What follows belongs to an exercise in optimizing a design on an open flow for small area, a short achievable clock period and few clock cycles per item; a production flow would make more cautious choices.
In this exercise RTL edits were held to simulation tests only and were not proved equivalent to the original.

==> flow/design.v (excerpt) <==
module alu_decode_exec #(
    parameter int unsigned XLEN = 32
) (
    input  logic            clk,
    input  logic            reset,
    input  logic            in_valid,
    output logic            in_ready,
    input  logic [1:0]      ALUOp,
    input  logic [2:0]      funct3,
    input  logic [6:0]      funct7,
    input  logic [XLEN-1:0] a,
    input  logic [XLEN-1:0] b,
    output logic            out_valid,
    input  logic            out_ready,
    output logic [XLEN-1:0] result,
    output logic            zero,
    output logic            illegal,
    output logic            busy
);
Size: roughly 190 flip-flops.
clock: 12.0 ns
lec_check: 0
abc_area: 1
cap_margin: 20
core_margin: 2
core_utilization: 30
slew_margin: 20
tns_end_percent: 0
standard.sh (not shown) runs the stock make flow with config.mk's settings and CLKGATE_MAP_FILE= SYNTH_SCRIPT=/design/flow/synth_recipe.tcl, a recipe that flattens the netlist after the stock synthesis.
==> flow/flow/run.sh <==
#!/bin/bash
set -euo pipefail
MARGIN=${MARGIN:-6.9}
bash standard.sh SETUP_SLACK_MARGIN=$MARGIN finish > standard_flow.log 2>&1
Testbench counts at the start, summed over its fixed seeds: cycles 19,910, items 16,000.
==> next run, changes <==
--- a/flow/design.v
+++ b/flow/design.v
@@ -76,20 +76,19 @@
                     default: kin = KAnd;
                 endcase
             end
         endcase
     end
     logic            v1_q;                   
     logic [3:0]      k1_q;
     logic [1:0]      f1_q;                   
     logic [31:0]     a1_q, b1_q;
-    logic [15:0]     bo_q, bn_q;             
-    logic [15:0]     bt_q;                   
+    logic [15:0]     bo_q, bt_q, bn_q;       
     logic            v2_q;                   
     logic [31:0]     x_q, y_q;
     logic            neg_q, cmp_q, sgn_q, ill_q;
     logic [1:0]      dph_q;                  
     logic [4:0]      dcnt_q;
     logic            dsb_q, drem_q, dneg_q;
     logic            ov_q, oz_q, oi_q;       
     logic [31:0]     or_q;
     logic            busy_q;
@@ -108,27 +107,28 @@
     assign nzero = cmp_q ? ~lt : (sum == 32'd0);
     logic [31:0] ms, mc;
     mul_csa u_mul (.a(a1_q), .b_one(bo_q), .b_two(bt_q), .b_neg(bn_q), .s(ms), .c(mc));
     always_comb begin
         for (int i = 0; i < 16; i++) begin
             b1_q[2*i+1] = bn_q[i];
             b1_q[2*i]   = bo_q[i] ^ ((i > 0) ? bn_q[(i > 0) ? i - 1 : 0] : 1'b0);
         end
     end
-    always_comb begin
-        for (int i = 0; i < 16; i++)
-            bt_q[i] = ~bo_q[i] & (bn_q[i] ^ ((i > 0) ? bn_q[(i > 0) ? i - 1 : 0] : 1'b0));
-    end
-    logic [15:0] bo_in, bn_in;
+    logic [15:0] bo_in, bt_in, bn_in;
     always_comb begin
         for (int i = 0; i < 16; i++) begin
-            bo_in[i] = b[2*i] ^ ((i > 0) ? b[(i > 0) ? 2*i-1 : 0] : 1'b0);
-            bn_in[i] = b[2*i+1];
+            logic b2, b1, b0;
+            b2 = b[2*i+1];
+            b1 = b[2*i];
+            b0 = (i > 0) ? b[(i > 0) ? 2*i-1 : 0] : 1'b0;
+            bo_in[i] = b1 ^ b0;
+            bt_in[i] = (b2 & ~b1 & ~b0) | (~b2 & b1 & b0);
+            bn_in[i] = b2;
         end
     end
     logic [31:0] sh_in, sh_rev, sh_r, sh_out;
     logic [32:0] sh_w;
     logic [4:0]  sh_amt;
     logic        sh_left, sh_fill;
     always_comb begin
         for (int i = 0; i < 32; i++) sh_rev[i] = a1_q[31-i];
         sh_in = sh_left ? sh_rev : a1_q;
@@ -203,26 +203,26 @@
         end else begin
             sh_left = (k1_q == KSll);
             sh_fill = (k1_q == KSra) & a1_q[31];
         end
     end
     logic            v1_d, v2_d, ov_d, busy_d;
     logic [3:0]      k1_d;
     logic [1:0]      f1_d, dph_d;
     logic [31:0]     a1_d, x_d, y_d, or_d;
-    logic [15:0]     bo_d, bn_d;
+    logic [15:0]     bo_d, bt_d, bn_d;
     logic            neg_d, cmp_d, sgn_d, ill_d, oz_d, oi_d;
     logic [4:0]      dcnt_d;
     logic            dsb_d, drem_d, dneg_d;
     logic            s1_leaves, load1;
     always_comb begin
         v1_d = v1_q; k1_d = k1_q; f1_d = f1_q; a1_d = a1_q;
-        bo_d = bo_q; bn_d = bn_q;
+        bo_d = bo_q; bt_d = bt_q; bn_d = bn_q;
         v2_d = v2_q; x_d = x_q; y_d = y_q; neg_d = neg_q; cmp_d = cmp_q; sgn_d = sgn_q;
         ill_d = ill_q;
         dph_d = dph_q; dcnt_d = dcnt_q; dsb_d = dsb_q; drem_d = drem_q; dneg_d = dneg_q;
         ov_d = ov_q; or_d = or_q; oz_d = oz_q; oi_d = oi_q;
         s1_leaves = 1'b0;
         if (o_free) begin
             ov_d = v2_q; or_d = nres; oz_d = nzero; oi_d = ill_q;
             v2_d = 1'b0;
         end
@@ -287,18 +287,19 @@
         load1 = s1_take & in_valid;
         if (load1) begin
             v1_d = 1'b1;
             k1_d = kin;
             f1_d = funct3[1:0];
         end
         if (s1_take) begin
             a1_d = a;
             bo_d = bo_in;
+            bt_d = bt_in;
             bn_d = bn_in;
         end
         busy_d = (dph_d != 2'd0);
     end
     logic rdy_base_d, rdy_cond_d, s1n_norm;
     assign s1n_norm   = v1_d & (k1_d != KDiv);
     assign rdy_cond_d = s1n_norm;
     assign rdy_base_d = ~v1_d | ((dph_d == 2'd2) & (dcnt_d == 5'd0))
                       | (s1n_norm & (~v2_d | ~ov_d));
@@ -322,19 +323,19 @@
         end
     end
     logic        mul_go;
     logic [31:0] x_dm, y_dm;
     assign mul_go = s1_go & (k1_q == KMul);
     assign x_dm   = mul_go ? ms : x_d;
     assign y_dm   = mul_go ? mc : y_d;
     always_ff @(posedge clk) begin
         k1_q <= k1_d; f1_q <= f1_d; a1_q <= a1_d;
-        bo_q <= bo_d; bn_q <= bn_d;
+        bo_q <= bo_d; bt_q <= bt_d; bn_q <= bn_d;
         x_q <= x_dm; y_q <= y_dm; neg_q <= neg_d; cmp_q <= cmp_d; sgn_q <= sgn_d; ill_q <= ill_d;
         dcnt_q <= dcnt_d; dsb_q <= dsb_d; drem_q <= drem_d; dneg_q <= dneg_d;
         or_q <= or_d; oz_q <= oz_d; oi_q <= oi_d;
     end
 endmodule
 module add32 (input logic [31:0] x, input logic [31:0] y, input logic ci, output logic [31:0] s, output logic co);
   logic [31:0] p, g;
   assign p = x ^ y;
   assign g = x & y;
After rerunning: Final area goes up by a few percent; setup slack is better by 63 ps; count of clock-buffer cells in the layout goes up by 10; synthesized area goes up by a few percent; global-route usage goes down by 0.36 points; via count goes up by a few percent.
Testbench counts after the change, summed over its fixed seeds: cycles 19,910, items 16,000.

* * *

alu_decode_exec, a different RTL version from the one above (not shown whole).
For scale: roughly 190 flip-flops, ~120 I/O pins, roughly 0.031 mm2 of cells after synthesis.
Settings: LEC_CHECK=0, ABC_AREA=1, CAP_MARGIN=20, CORE_MARGIN=2, CORE_UTILIZATION=30, SLEW_MARGIN=20; clock period 12.0 ns.
Scripts as last shown in full above: flow/flow/run.sh
Testbench counts at the start, summed over its fixed seeds: cycles 19,910, items 16,000.
Edit:
--- a/flow/design.v
+++ b/flow/design.v
@@ -78,53 +78,55 @@
             end
         endcase
     end
     logic            v1_q;                   
     logic [3:0]      k1_q;
     logic [1:0]      f1_q;                   
     logic [31:0]     a1_q, b1_q;
-    logic [15:0]     bo_q, bn_q;             
-    logic [15:0]     bt_q;                   
+    logic [15:0]     bo_q, bt_q, bn_q;       
     logic            v2_q;                   
     logic [31:0]     x_q, y_q;
     logic            neg_q, cmp_q, sgn_q, ill_q;
     logic [1:0]      dph_q;                  
     logic [4:0]      dcnt_q;
     logic            dsb_q, drem_q, dneg_q;
-    logic            ov_q, oi_q;             
+    logic            ov_q, oz_q, oi_q;       
     logic [31:0]     or_q;
     logic            busy_q;
     assign out_valid = ov_q;
     assign result    = or_q;
-    assign zero      = (or_q == 32'd0);      
+    assign zero      = oz_q;
     assign illegal   = oi_q;
     assign busy      = busy_q;
     logic [31:0] sum;
     logic        cout, lt;
     logic [31:0] nres;
+    logic        nzero;
     add32 u_add (.x(x_q), .y(y_q ^ {32{neg_q}}), .ci(neg_q), .s(sum), .co(cout));
     assign lt    = (sgn_q && (x_q[31] != y_q[31])) ? x_q[31] : ~cout;
     assign nres  = cmp_q ? {31'd0, lt} : sum;
+    assign nzero = cmp_q ? ~lt : (sum == 32'd0);
     logic [31:0] ms, mc;
     mul_csa u_mul (.a(a1_q), .b_one(bo_q), .b_two(bt_q), .b_neg(bn_q), .s(ms), .c(mc));
     always_comb begin
         for (int i = 0; i < 16; i++) begin
             b1_q[2*i+1] = bn_q[i];
             b1_q[2*i]   = bo_q[i] ^ ((i > 0) ? bn_q[(i > 0) ? i - 1 : 0] : 1'b0);
         end
     end
-    always_comb begin
-        for (int i = 0; i < 16; i++)
-            bt_q[i] = ~bo_q[i] & (bn_q[i] ^ ((i > 0) ? bn_q[(i > 0) ? i - 1 : 0] : 1'b0));
-    end
-    logic [15:0] bo_in, bn_in;
+    logic [15:0] bo_in, bt_in, bn_in;
     always_comb begin
         for (int i = 0; i < 16; i++) begin
-            bo_in[i] = b[2*i] ^ ((i > 0) ? b[(i > 0) ? 2*i-1 : 0] : 1'b0);
-            bn_in[i] = b[2*i+1];
+            logic b2, b1, b0;
+            b2 = b[2*i+1];
+            b1 = b[2*i];
+            b0 = (i > 0) ? b[(i > 0) ? 2*i-1 : 0] : 1'b0;
+            bo_in[i] = b1 ^ b0;
+            bt_in[i] = (b2 & ~b1 & ~b0) | (~b2 & b1 & b0);
+            bn_in[i] = b2;
         end
     end
     logic [31:0] sh_in, sh_rev, sh_r, sh_out;
     logic [32:0] sh_w;
     logic [4:0]  sh_amt;
     logic        sh_left, sh_fill;
     always_comb begin
@@ -203,29 +205,29 @@
             sh_fill = (k1_q == KSra) & a1_q[31];
         end
     end
     logic            v1_d, v2_d, ov_d, busy_d;
     logic [3:0]      k1_d;
     logic [1:0]      f1_d, dph_d;
     logic [31:0]     a1_d, x_d, y_d, or_d;
-    logic [15:0]     bo_d, bn_d;
-    logic            neg_d, cmp_d, sgn_d, ill_d, oi_d;
+    logic [15:0]     bo_d, bt_d, bn_d;
+    logic            neg_d, cmp_d, sgn_d, ill_d, oz_d, oi_d;
     logic [4:0]      dcnt_d;
     logic            dsb_d, drem_d, dneg_d;
     logic            s1_leaves, load1;
     always_comb begin
         v1_d = v1_q; k1_d = k1_q; f1_d = f1_q; a1_d = a1_q;
-        bo_d = bo_q; bn_d = bn_q;
+        bo_d = bo_q; bt_d = bt_q; bn_d = bn_q;
         v2_d = v2_q; x_d = x_q; y_d = y_q; neg_d = neg_q; cmp_d = cmp_q; sgn_d = sgn_q;
         ill_d = ill_q;
         dph_d = dph_q; dcnt_d = dcnt_q; dsb_d = dsb_q; drem_d = drem_q; dneg_d = dneg_q;
-        ov_d = ov_q; or_d = or_q; oi_d = oi_q;
+        ov_d = ov_q; or_d = or_q; oz_d = oz_q; oi_d = oi_q;
         s1_leaves = 1'b0;
         if (o_free) begin
-            ov_d = v2_q; or_d = nres; oi_d = ill_q;
+            ov_d = v2_q; or_d = nres; oz_d = nzero; oi_d = ill_q;
             v2_d = 1'b0;
         end
         if (s1_go) begin
             s1_leaves = 1'b1;
             v2_d  = 1'b1;
             neg_d = 1'b0; cmp_d = 1'b0; sgn_d = 1'b0; ill_d = 1'b0;
             x_d   = 32'd0;
@@ -287,14 +289,15 @@
             v1_d = 1'b1;
             k1_d = kin;
             f1_d = funct3[1:0];
         end
         if (s1_take) begin
             a1_d = a;
             bo_d = bo_in;
+            bt_d = bt_in;
             bn_d = bn_in;
         end
         busy_d = (dph_d != 2'd0);
     end
     logic rdy_base_d, rdy_cond_d, s1n_norm;
     assign s1n_norm   = v1_d & (k1_d != KDiv);
     assign rdy_cond_d = s1n_norm;
@@ -322,18 +325,18 @@
     logic        mul_go;
     logic [31:0] x_dm, y_dm;
     assign mul_go = s1_go & (k1_q == KMul);
     assign x_dm   = mul_go ? ms : x_d;
     assign y_dm   = mul_go ? mc : y_d;
     always_ff @(posedge clk) begin
         k1_q <= k1_d; f1_q <= f1_d; a1_q <= a1_d;
-        bo_q <= bo_d; bn_q <= bn_d;
+        bo_q <= bo_d; bt_q <= bt_d; bn_q <= bn_d;
         x_q <= x_dm; y_q <= y_dm; neg_q <= neg_d; cmp_q <= cmp_d; sgn_q <= sgn_d; ill_q <= ill_d;
         dcnt_q <= dcnt_d; dsb_q <= dsb_d; drem_q <= drem_d; dneg_q <= dneg_d;
-        or_q <= or_d; oi_q <= oi_d;
+        or_q <= or_d; oz_q <= oz_d; oi_q <= oi_d;
     end
 endmodule
 module add32 (input logic [31:0] x, input logic [31:0] y, input logic ci, output logic [31:0] s, output logic co);
   logic [31:0] p, g;
   assign p = x ^ y;
   assign g = x & y;
   logic g0c; assign g0c = g[0] | (p[0] & ci);
Outcome: The changed run completed with no timing, DRC or antenna violations. Hold slack degrades by 0.083 ns. Global-route usage shrinks by 2.0 points. Flip-flop and latch count grows by 17. Wire length shrinks by 7.3%. Final cell count shrinks by 2.2%. Synthesized cell count shrinks by 1.8%. Clock skew grows by 0.043 ns. Synthesized area shrinks by about 0.65%. Sequential share of layout area grows by 1.9 points.
Testbench counts after the change, summed over its fixed seeds: cycles 19,910, items 16,000.

## static timing again, ports no longer ideal
In the flow no input, the clock included, has a driving cell. The finished layouts below were timed again as built, in two steps. Step 1: set_driving_cell puts a clkbuf_16 on clk and a buf_2 on each other input, an assumption about the parent block. Step 2 moves the port delays by t, midway between the first and last clock arrival at a register: inputs arrive t later, outputs are due t later. That takes back most of the time a late clock gives input paths. a / b / c = ideal / step 1 / step 2; a / b = the first two.
| run | shift t [ns] | setup slack, ns | worst setup path at the end | worst slew at a driven data input, ns | cell pins on the clock port's net |
|---|---|---|---|---|---|
| the first run of note 1 | 0.582 | 6.746 / 6.746 / 6.259 | input to register | 0.04 | 1 |
| the second run of note 1 | 0.668 | 6.809 / 6.790 / 6.319 | input to register | 0.05 | 1 |
| the first run of note 2 | 0.587 | 6.790 / 6.765 / 6.242 | input to register | 0.06 | 1 |
| the second run of note 2 | 0.671 | 6.844 / 6.813 / 6.262 | input to register | 0.05 | 1 |
After both steps setup and hold are still met in every run listed. The setup slack of the second run of note 2, which loses most, moves by -0.031 ns with the drivers and by -0.582 ns with both steps.
